Background: an optimization exercise with open tools, aiming at a short achievable clock period and few clock cycles. Do not read the settings as production practice.
Only simulation tests tie the RTL to the original design; equivalence was not proved.
No activity file was given, so power comes from the tool's default toggle rates.

==> trial 18 <==
Design cpu, start of the top module:
module cpu (
    input  wire                        clk,
    input  wire                        reset,
    input  wire  [32-1:0]       instRdata,
    input  wire  [32-1:0]       dataRdata,
    output logic [32-1:0]       instAddr,
    output logic [32-1:0]       dataAddr,
    output logic [32-1:0]       dataWdata,
    output logic                       dataWe,
    output logic                       grfWe,
    output logic [5-1:0] grfAddr,
    output logic [32-1:0]       grfWdata,
    output logic [32-1:0]       wbPc
);
    localparam logic [5:0] opSpecial = 6'h00;
    localparam logic [5:0] opJal     = 6'h03;
    localparam logic [5:0] opBeq     = 6'h04;
    localparam logic [5:0] opOri     = 6'h0d;
    localparam logic [5:0] opLui     = 6'h0f;
    localparam logic [5:0] opLw      = 6'h23;
    localparam logic [5:0] opSw      = 6'h2b;
    localparam logic [5:0] fnJr      = 6'h08;
    localparam logic [5:0] fnAddu    = 6'h21;
    localparam logic [5:0] fnSubu    = 6'h23;
    function automatic logic readsRs(input logic [31:0] ins);
        case (ins[31:26])
            opSpecial: readsRs = ins[5:0] == fnAddu || ins[5:0] == fnSubu || ins[5:0] == fnJr;
            opOri, opLw, opSw: readsRs = 1'b1;
            opBeq: readsRs = ins[25:21] != ins[20:16];
            default: readsRs = 1'b0;
        endcase
    endfunction
    function automatic logic readsRt(input logic [31:0] ins);
        case (ins[31:26])
            opSpecial: readsRt = ins[5:0] == fnAddu || ins[5:0] == fnSubu;
            opSw: readsRt = 1'b1;
            opBeq: readsRt = ins[25:21] != ins[20:16];
            default: readsRt = 1'b0;
        endcase
    endfunction
    function automatic logic addsRs(input logic [31:0] ins);
        case (ins[31:26])
  ...
==> flow/config.mk <==
export PLATFORM = sky130hd
export DESIGN_NAME = cpu
export DESIGN_NICKNAME = cpu
export VERILOG_FILES = /design/flow/design.v
export SDC_FILE = /design/flow/constraint.sdc
export NUM_CORES = 4
export LEC_CHECK = 0
export CAP_MARGIN = 40
export CORE_MARGIN = 2
export CORE_UTILIZATION = 40
export SETUP_SLACK_MARGIN = 5
export SLEW_MARGIN = 40
export SYNTH_HIERARCHICAL = 1
==> flow/constraint.sdc <==
create_clock -name core_clock -period 8.0 [get_ports {clk}]
set_input_delay 1.6000 -clock core_clock [delete_from_list [all_inputs] [get_ports {clk}]]
set_output_delay 1.6000 -clock core_clock [all_outputs]
set_load 0.01 [all_outputs]
run.sh (not shown) runs the stock make flow with config.mk's settings and CLKGATE_MAP_FILE= SYNTH_SCRIPT=/design/flow/synth_recipe.tcl, a recipe that flattens the netlist after the stock synthesis.
==> trial 21: changes against trial 18 <==
--- a/flow/design.v
+++ b/flow/design.v
@@ -70,58 +70,10 @@
     end
 endmodule
 `default_nettype wire
 `timescale 1ns/1ps
 `default_nettype none
-module aluUnit (
-    input  wire  [31:0] eA,
-    input  wire  [31:0] eAx,
-    input  wire  [31:0] eB,
-    input  wire  [31:0] mRes,
-    input  wire         sub,
-    input  wire         orOp,
-    input  wire         fwdA,     
-    input  wire         fwdB,     
-    output logic [31:0] res
-);
-    logic [31:0] sumRR, sumRM, sumMRa, sumMRs;
-    fastAdd addRR  (.a(eAx), .b(eB), .inv(sub), .sum(sumRR));
-    fastAdd addRM  (.a(eAx), .b(mRes), .inv(sub), .sum(sumRM));
-    fastAdd addMRa (.a(mRes), .b(eB), .inv(1'b0), .sum(sumMRa));
-    fastAdd addMRs (.a(~mRes), .b(eB), .inv(1'b1), .sum(sumMRs));
-    always_comb begin
-        case ({fwdA, fwdB})
-            2'b00:   res = orOp ? (eA | eB) : sumRR;
-            2'b10:   res = orOp ? (mRes | eB) : sub ? sumMRs : sumMRa;
-            2'b01:   res = sumRM;
-            default: res = sub ? '0 : {mRes[30:0], 1'b0};
-        endcase
-    end
-endmodule
-module sameUnit (
-    input  wire  [31:0] x,
-    input  wire  [31:0] y,
-    input  wire         inverted,
-    output logic        same
-);
-    logic [31:0] d;
-    assign d    = x ^ y;
-    assign same = inverted ? &d : ~|d;
-endmodule
-module targetAdd (
-    input  wire  [31:0] a,
-    input  wire  [15:0] b,
-    output logic [31:0] sum
-);
-    assign sum = a + {{14{b[15]}}, b, 2'b00};
-endmodule
-module incr4 (
-    input  wire  [31:0] a,
-    output logic [31:0] sum
-);
-    assign sum = a + 32'd4;
-endmodule
 module fastAdd (
     input  wire  [31:0] a,
     input  wire  [31:0] b,
     input  wire         inv,
     output logic [31:0] sum
@@ -212,14 +164,10 @@
     always_ff @(posedge clk) resetQ <= reset;
     logic [31:0] pc;
     logic        dValid, stallQ;
     logic        dRsHitM, dRsHitW, dRtHitM, dRtHitW;     
     logic [31:0] dInstr, dPc, dPc4;
-    localparam int kAddu = 0, kSubu = 1, kJr = 2, kOri = 3, kLui = 4, kLw = 5, kSw = 6,
-                   kBeq = 7, kJal = 8, kSame = 9, kRs = 10, kRt = 11;
-    logic [11:0] dKind, fKind;
-    logic [31:0] dJump;     
     logic [31:1] dRsSel, dRtSel;
     logic [31:0] eA, eAx, eB, eS, ePc, eTarget;
     logic        eAfwdM, eBfwdM, eSfwdM, eSfwdL;
     logic        eAfwdL, eBfwdL;     
     logic        eSub, eOr, eLw, eSw, eBr, eJr, eWe;
@@ -228,11 +176,11 @@
     logic        mLw, mSw, mWe;
     logic        mBr, mJr, mL, mEqE, mBothL;
     logic [31:0] mOther, mTarget, mJrPc;
     logic [31:0] wLoad;     
     logic [4:0]  mDest;
-    logic [31:0] wData, wOut, wPc;
+    logic [31:0] wData, wPc;
     logic        wWe;
     logic [4:0]  wDest;
     logic [31:1] wSel;
     logic [31:0] link;     
     logic [5:0]  op, fn;
@@ -247,22 +195,22 @@
     assign op = dInstr[31:26];
     assign fn = dInstr[5:0];
     assign rs = dInstr[25:21];
     assign rt = dInstr[20:16];
     assign rd = dInstr[15:11];
-    assign isAddu = dValid && dKind[kAddu];
-    assign isSubu = dValid && dKind[kSubu];
-    assign isJr   = dValid && dKind[kJr];
-    assign isOri  = dValid && dKind[kOri];
-    assign isLui  = dValid && dKind[kLui];
-    assign isLw   = dValid && dKind[kLw];
-    assign isSw   = dValid && dKind[kSw];
-    assign isBeq  = dValid && dKind[kBeq];
-    assign isJal  = dValid && dKind[kJal];
-    assign beqSame = isBeq && dKind[kSame];     
-    assign useRs   = dValid && dKind[kRs];
-    assign useRt   = dValid && dKind[kRt];
+    assign isAddu = dValid && op == opSpecial && fn == fnAddu;
+    assign isSubu = dValid && op == opSpecial && fn == fnSubu;
+    assign isJr   = dValid && op == opSpecial && fn == fnJr;
+    assign isOri  = dValid && op == opOri;
+    assign isLui  = dValid && op == opLui;
+    assign isLw   = dValid && op == opLw;
+    assign isSw   = dValid && op == opSw;
+    assign isBeq  = dValid && op == opBeq;
+    assign isJal  = dValid && op == opJal;
+    assign beqSame = isBeq && rs == rt;     
+    assign useRs   = dValid && readsRs(dInstr);
+    assign useRt   = dValid && readsRt(dInstr);
     logic beqZero, fused;
     assign beqZero = isBeq && !beqSame && (rs == '0 || rt == '0);
     assign fused   = beqZero && eWe && eSub && !eAfwdM && !eBfwdM &&
                      eDest == (rt == '0 ? rs : rt);
     always_comb begin
@@ -283,37 +231,41 @@
     );
     assign mVal  = mLw ? dataRdata : mRes;
     assign rsVal = dRsHitM ? mVal : dRsHitW ? wData : rfA;
     assign rtVal = dRtHitM ? mVal : dRtHitW ? wData : rfB;
     assign sImm = {{16{dInstr[15]}}, dInstr[15:0]};
-    assign brTarget = dJump;
-    assign dPc8 = dPc4 + 32'd4;
+    fastAdd brAdd (.a(dPc4), .b({sImm[29:0], 2'b00}), .inv(1'b0), .sum(brTarget));
+    fastAdd pc8Add (.a(dPc4), .b(32'd4), .inv(1'b0), .sum(dPc8));
     logic stall;
     assign stall = stallQ && dValid;
+    logic        dRedirect;
     logic [31:0] dTarget;
-    logic dRedirectEarly, takeFused;
-    assign dRedirectEarly = isJal || isJr || beqSame;
+    assign dRedirect = isJal || isJr || beqSame || (fused && eqRR);
     always_comb begin
         if (isJal)     dTarget = {dPc4[31:28], dInstr[25:0], 2'b00};
         else if (isJr) dTarget = link;
         else           dTarget = brTarget;
     end
-    logic [31:0] aluRes, aOp, sOp;
+    logic [31:0] sumRR, sumMRa, sumMRs, sumRM, sumMM, aluRes, aOp, sOp;
     logic        mispredict;
     logic [31:0] eRedirectPc;
-    aluUnit alu0 (
-        .eA   (eA),
-        .eAx  (eAx),
-        .eB   (eB),
-        .mRes (mRes),
-        .sub  (eSub),
-        .orOp (eOr),
-        .fwdA (eAfwdM),
-        .fwdB (eBfwdM),
-        .res  (aluRes)
-    );
-    sameUnit sameRR (.x(eAx), .y(eB), .inverted(eSub), .same(eqRR));
+    fastAdd addRR  (.a(eAx), .b(eB), .inv(eSub), .sum(sumRR));
+    fastAdd addRM  (.a(eAx), .b(mRes), .inv(eSub), .sum(sumRM));
+    fastAdd addMRa (.a(mRes), .b(eB), .inv(1'b0), .sum(sumMRa));
+    fastAdd addMRs (.a(~mRes), .b(eB), .inv(1'b1), .sum(sumMRs));
+    assign sumMM = eSub ? '0 : {mRes[30:0], 1'b0};
+    always_comb begin
+        case ({eAfwdM, eBfwdM})
+            2'b00:   aluRes = eOr ? (eA | eB) : sumRR;
+            2'b10:   aluRes = eOr ? (mRes | eB) : eSub ? sumMRs : sumMRa;
+            2'b01:   aluRes = sumRM;
+            default: aluRes = sumMM;
+        endcase
+    end
+    logic [31:0] xRR;
+    assign xRR  = eAx ^ eB;
+    assign eqRR = eSub ? &xRR : ~|xRR;
     always_comb begin
         case ({eAfwdM, eBfwdM})
             2'b00:   eq = eqRR;
             2'b10:   eq = mRes == eB;
             2'b01:   eq = eA == mRes;
@@ -331,27 +283,25 @@
     assign mispredict  = mispredictM;
     assign eRedirectPc = !mJr ? mTarget : mL ? wLoad : mJrPc;
     logic go;
     assign go = !stall && !mispredictM;
     logic [31:0] pc4;
-    incr4 pcInc (.a(pc), .sum(pc4));
+    fastAdd pc4Add (.a(pc), .b(32'd4), .inv(1'b0), .sum(pc4));
     assign instAddr = pc;
-    logic [31:0] pcOther;
-    assign takeFused = fused && eqRR && !mispredict && !stall;
-    assign pcOther   = mispredict ? eRedirectPc : stall ? pc :
-                       dRedirectEarly ? dTarget : pc4;
     always_ff @(posedge clk) begin
         if (reset) begin
             pc     <= 32'h3000;
             dValid <= 1'b0;
             stallQ <= 1'b0;
         end else begin
-            pc <= takeFused ? dJump : pcOther;
-            if (mispredict)
+            if (mispredict) begin
+                pc     <= eRedirectPc;
                 dValid <= 1'b0;
-            else if (!stall)
+            end else if (!stall) begin
+                pc     <= dRedirect ? dTarget : pc4;
                 dValid <= 1'b1;
+            end
             stallQ <= go && isLw && dDest != '0 &&
                       ((addsRs(instRdata) && instRdata[25:21] == dDest) ||
                        (addsRt(instRdata) && instRdata[20:16] == dDest));
         end
     end
@@ -362,28 +312,12 @@
         dRsHitM <= eWe && eDest == nextRs;
         dRsHitW <= mWe && mDest == nextRs;
         dRtHitM <= eWe && eDest == nextRt;
         dRtHitW <= mWe && mDest == nextRt;
     end
-    assign fKind[kAddu] = instRdata[31:26] == opSpecial && instRdata[5:0] == fnAddu;
-    assign fKind[kSubu] = instRdata[31:26] == opSpecial && instRdata[5:0] == fnSubu;
-    assign fKind[kJr]   = instRdata[31:26] == opSpecial && instRdata[5:0] == fnJr;
-    assign fKind[kOri]  = instRdata[31:26] == opOri;
-    assign fKind[kLui]  = instRdata[31:26] == opLui;
-    assign fKind[kLw]   = instRdata[31:26] == opLw;
-    assign fKind[kSw]   = instRdata[31:26] == opSw;
-    assign fKind[kBeq]  = instRdata[31:26] == opBeq;
-    assign fKind[kJal]  = instRdata[31:26] == opJal;
-    assign fKind[kSame] = instRdata[25:21] == instRdata[20:16];
-    assign fKind[kRs]   = readsRs(instRdata);
-    assign fKind[kRt]   = readsRt(instRdata);
-    logic [31:0] fJump;
-    targetAdd brAdd (.a(pc4), .b(instRdata[15:0]), .sum(fJump));
-    always_ff @(posedge clk) dJump <= fJump;
     always_ff @(posedge clk) begin
         if (!stall) begin
-            dKind  <= fKind;
             dInstr <= instRdata;
             dPc    <= pc;
             dPc4   <= pc4;
             dRsSel <= oneHot(instRdata[25:21]);
             dRtSel <= oneHot(instRdata[20:16]);
@@ -470,16 +404,15 @@
             wSel <= mWe ? oneHot(mDest) : '0;
         end
     end
     always_ff @(posedge clk) begin
         wDest <= mDest;
-        wData <= mVal;
-        wOut  <= mWe ? mVal : '0;     
+        wData <= mLw ? dataRdata : mRes;
         wLoad <= dataRdata;
         wPc   <= mPc;
     end
     assign grfWe    = wWe;
     assign grfAddr  = wDest;
-    assign grfWdata = wOut;
+    assign grfWdata = wData;
     assign wbPc     = wPc;
 endmodule
 `default_nettype wire
- CAP_MARGIN: 40 -> 20
- SLEW_MARGIN: 40 -> 20
==> trial 83: changes against trial 18 <==
--- a/flow/design.v
+++ b/flow/design.v
@@ -79,42 +79,39 @@
     input  wire  [31:0] mRes,
     input  wire         sub,
     input  wire         orOp,
     input  wire         fwdA,     
     input  wire         fwdB,     
-    output logic [31:0] res
+    output logic [31:0] res,
+    output logic [31:0] addr      
 );
     logic [31:0] sumRR, sumRM, sumMRa, sumMRs;
     fastAdd addRR  (.a(eAx), .b(eB), .inv(sub), .sum(sumRR));
     fastAdd addRM  (.a(eAx), .b(mRes), .inv(sub), .sum(sumRM));
     fastAdd addMRa (.a(mRes), .b(eB), .inv(1'b0), .sum(sumMRa));
     fastAdd addMRs (.a(~mRes), .b(eB), .inv(1'b1), .sum(sumMRs));
+    assign addr = fwdA ? sumMRa : sumRR;
     always_comb begin
         case ({fwdA, fwdB})
             2'b00:   res = orOp ? (eA | eB) : sumRR;
             2'b10:   res = orOp ? (mRes | eB) : sub ? sumMRs : sumMRa;
             2'b01:   res = sumRM;
             default: res = sub ? '0 : {mRes[30:0], 1'b0};
         endcase
     end
 endmodule
-module sameUnit (
-    input  wire  [31:0] x,
-    input  wire  [31:0] y,
-    input  wire         inverted,
-    output logic        same
-);
-    logic [31:0] d;
-    assign d    = x ^ y;
-    assign same = inverted ? &d : ~|d;
-endmodule
 module targetAdd (
     input  wire  [31:0] a,
     input  wire  [15:0] b,
     output logic [31:0] sum
 );
-    assign sum = a + {{14{b[15]}}, b, 2'b00};
+    logic [31:0] y, k, s, c;
+    assign y   = {{14{b[15]}}, b, 2'b00};
+    assign k   = 32'd4;
+    assign s   = a ^ y ^ k;
+    assign c   = (a & y) | (a & k) | (y & k);
+    assign sum = s + {c[30:0], 1'b0};
 endmodule
 module incr4 (
     input  wire  [31:0] a,
     output logic [31:0] sum
 );
@@ -223,10 +220,11 @@
     logic        eAfwdM, eBfwdM, eSfwdM, eSfwdL;
     logic        eAfwdL, eBfwdL;     
     logic        eSub, eOr, eLw, eSw, eBr, eJr, eWe;
     logic [4:0]  eDest;
     logic [31:0] mRes, mS, mPc;
+    logic [31:0] mAddr;     
     logic        mLw, mSw, mWe;
     logic        mBr, mJr, mL, mEqE, mBothL;
     logic [31:0] mOther, mTarget, mJrPc;
     logic [31:0] wLoad;     
     logic [4:0]  mDest;
@@ -295,11 +293,11 @@
     always_comb begin
         if (isJal)     dTarget = {dPc4[31:28], dInstr[25:0], 2'b00};
         else if (isJr) dTarget = link;
         else           dTarget = brTarget;
     end
-    logic [31:0] aluRes, aOp, sOp;
+    logic [31:0] aluRes, aluAddr, aOp, sOp;
     logic        mispredict;
     logic [31:0] eRedirectPc;
     aluUnit alu0 (
         .eA   (eA),
         .eAx  (eAx),
@@ -307,13 +305,16 @@
         .mRes (mRes),
         .sub  (eSub),
         .orOp (eOr),
         .fwdA (eAfwdM),
         .fwdB (eBfwdM),
-        .res  (aluRes)
+        .res  (aluRes),
+        .addr (aluAddr)
     );
-    sameUnit sameRR (.x(eAx), .y(eB), .inverted(eSub), .same(eqRR));
+    logic [31:0] xRR;
+    assign xRR  = eAx ^ eB;
+    assign eqRR = eSub ? &xRR : ~|xRR;
     always_comb begin
         case ({eAfwdM, eBfwdM})
             2'b00:   eq = eqRR;
             2'b10:   eq = mRes == eB;
             2'b01:   eq = eA == mRes;
@@ -357,10 +358,12 @@
     end
     logic [4:0] nextRs, nextRt;
     assign nextRs = stall ? rs : instRdata[25:21];
     assign nextRt = stall ? rt : instRdata[20:16];
     always_ff @(posedge clk) begin
+        dRsSel  <= oneHot(nextRs);
+        dRtSel  <= oneHot(nextRt);
         dRsHitM <= eWe && eDest == nextRs;
         dRsHitW <= mWe && mDest == nextRs;
         dRtHitM <= eWe && eDest == nextRt;
         dRtHitW <= mWe && mDest == nextRt;
     end
@@ -375,20 +378,18 @@
     assign fKind[kJal]  = instRdata[31:26] == opJal;
     assign fKind[kSame] = instRdata[25:21] == instRdata[20:16];
     assign fKind[kRs]   = readsRs(instRdata);
     assign fKind[kRt]   = readsRt(instRdata);
     logic [31:0] fJump;
-    targetAdd brAdd (.a(pc4), .b(instRdata[15:0]), .sum(fJump));
+    targetAdd brAdd (.a(pc), .b(instRdata[15:0]), .sum(fJump));
     always_ff @(posedge clk) dJump <= fJump;
     always_ff @(posedge clk) begin
         if (!stall) begin
             dKind  <= fKind;
             dInstr <= instRdata;
             dPc    <= pc;
             dPc4   <= pc4;
-            dRsSel <= oneHot(instRdata[25:21]);
-            dRtSel <= oneHot(instRdata[20:16]);
         end
     end
     always_ff @(posedge clk) begin
         if (resetQ)
             link <= '0;
@@ -447,20 +448,21 @@
         end
     end
     always_ff @(posedge clk) begin
         mDest <= eDest;
         mRes  <= aluRes;
+        mAddr <= aluAddr;
         mS    <= sOp;
         mPc   <= ePc;
         mOther  <= eAfwdL ? bOp : aOp;
         mBothL  <= eAfwdL && eBfwdL;
         mL      <= eL;
         mEqE    <= eq;
         mTarget <= eTarget;
         mJrPc   <= aOp;
     end
-    assign dataAddr  = mRes;
+    assign dataAddr  = mAddr;
     assign dataWdata = mS;
     assign dataWe    = mSw;
     always_ff @(posedge clk) begin
         if (reset) begin
             wWe  <= 1'b0;
- CAP_MARGIN: 40 -> 30
- SLEW_MARGIN: 40 -> 30
==> qor summary <==
	trial 83	trial 21	trial 18
Outcome	timing/DRC/antenna clean	failed layout checks	timing/DRC/antenna clean
Layout check failures	-	capacitance limit, slew limit	-
Fraction of post-synthesis cell area in the top cell type by area	0.396	0.355	0.379
Final total power	21.3 mW	26.8 mW	21.2 mW
Worst supply voltage drop on vdd	0.199 mV	0.237 mV	0.202 mV
Clk latency of the worst-skew pair	0.89 ns	0.91 ns	0.87 ns
Initial standard-cell utilization of the core	0.402	0.403	0.403
Clock-cell share of area	0.0664	0.0599	0.0644
Flip-flop and latch share of the layout cell area	0.372	0.336	0.365
Post-route worst hold slack	0.282 ns	0.316 ns	0.305 ns
Layout cell share with drive strength beyond 1	0.180	0.184	0.194
Post-synth EDFFs	102	158	164
Total number of placement rows	173	174	172
Clock sink total	1871	1769	1839
Fmax	327 MHz	298 MHz	315 MHz
M3 GR Usage	0.0757	0.0977	0.0758
FF+latch count	1871	1769	1839
Power group with the largest share	the clock network	sequential cells	the clock network
Placeable core region	0.222 sq mm	0.225 sq mm	0.220 sq mm
Seq. pwr	9.72 mW	10.3 mW	9.56 mW
# Max-Cap Violations	0	1	0
Testbench counts of trial 18, summed over its fixed seeds: cycles 103,163.
Testbench counts of trial 21, summed over its fixed seeds: cycles 103,163.
Testbench counts of trial 83, summed over its fixed seeds: cycles 103,163.

-- afterwards: timing with drivers on the ports --
In the flow no input, the clock included, has a driving cell. The finished layouts below were timed again as built, in two steps. Step 1 assumes that a clkbuf_16 drives the clock port and a buf_2 every other input. Step 2 times the ports against the registers' clock, not the clock port: input delays grow and output delays shrink by t, the midpoint of the rising clock arrivals with the driver on. Slacks: no drivers / after step 1 / after step 2; pairs: no drivers / after step 1.
run	t, ns	setup slack, ns	worst hold slack (ns)	worst data-port slew with drivers (ns)
trial 18	0.936	4.822 / 4.793 / 4.014	0.305 / 0.305 / 0.305	0.16
trial 21	0.977	4.646 / 4.646 / 4.009	0.316 / 0.316 / 0.316	0.24
trial 83	0.963	4.939 / 4.863 / 4.020	0.282 / 0.282 / 0.282	0.25
For trial 83, which loses most, drivers alone change the setup slack by -0.076 ns; drivers and shift together by -0.919 ns.
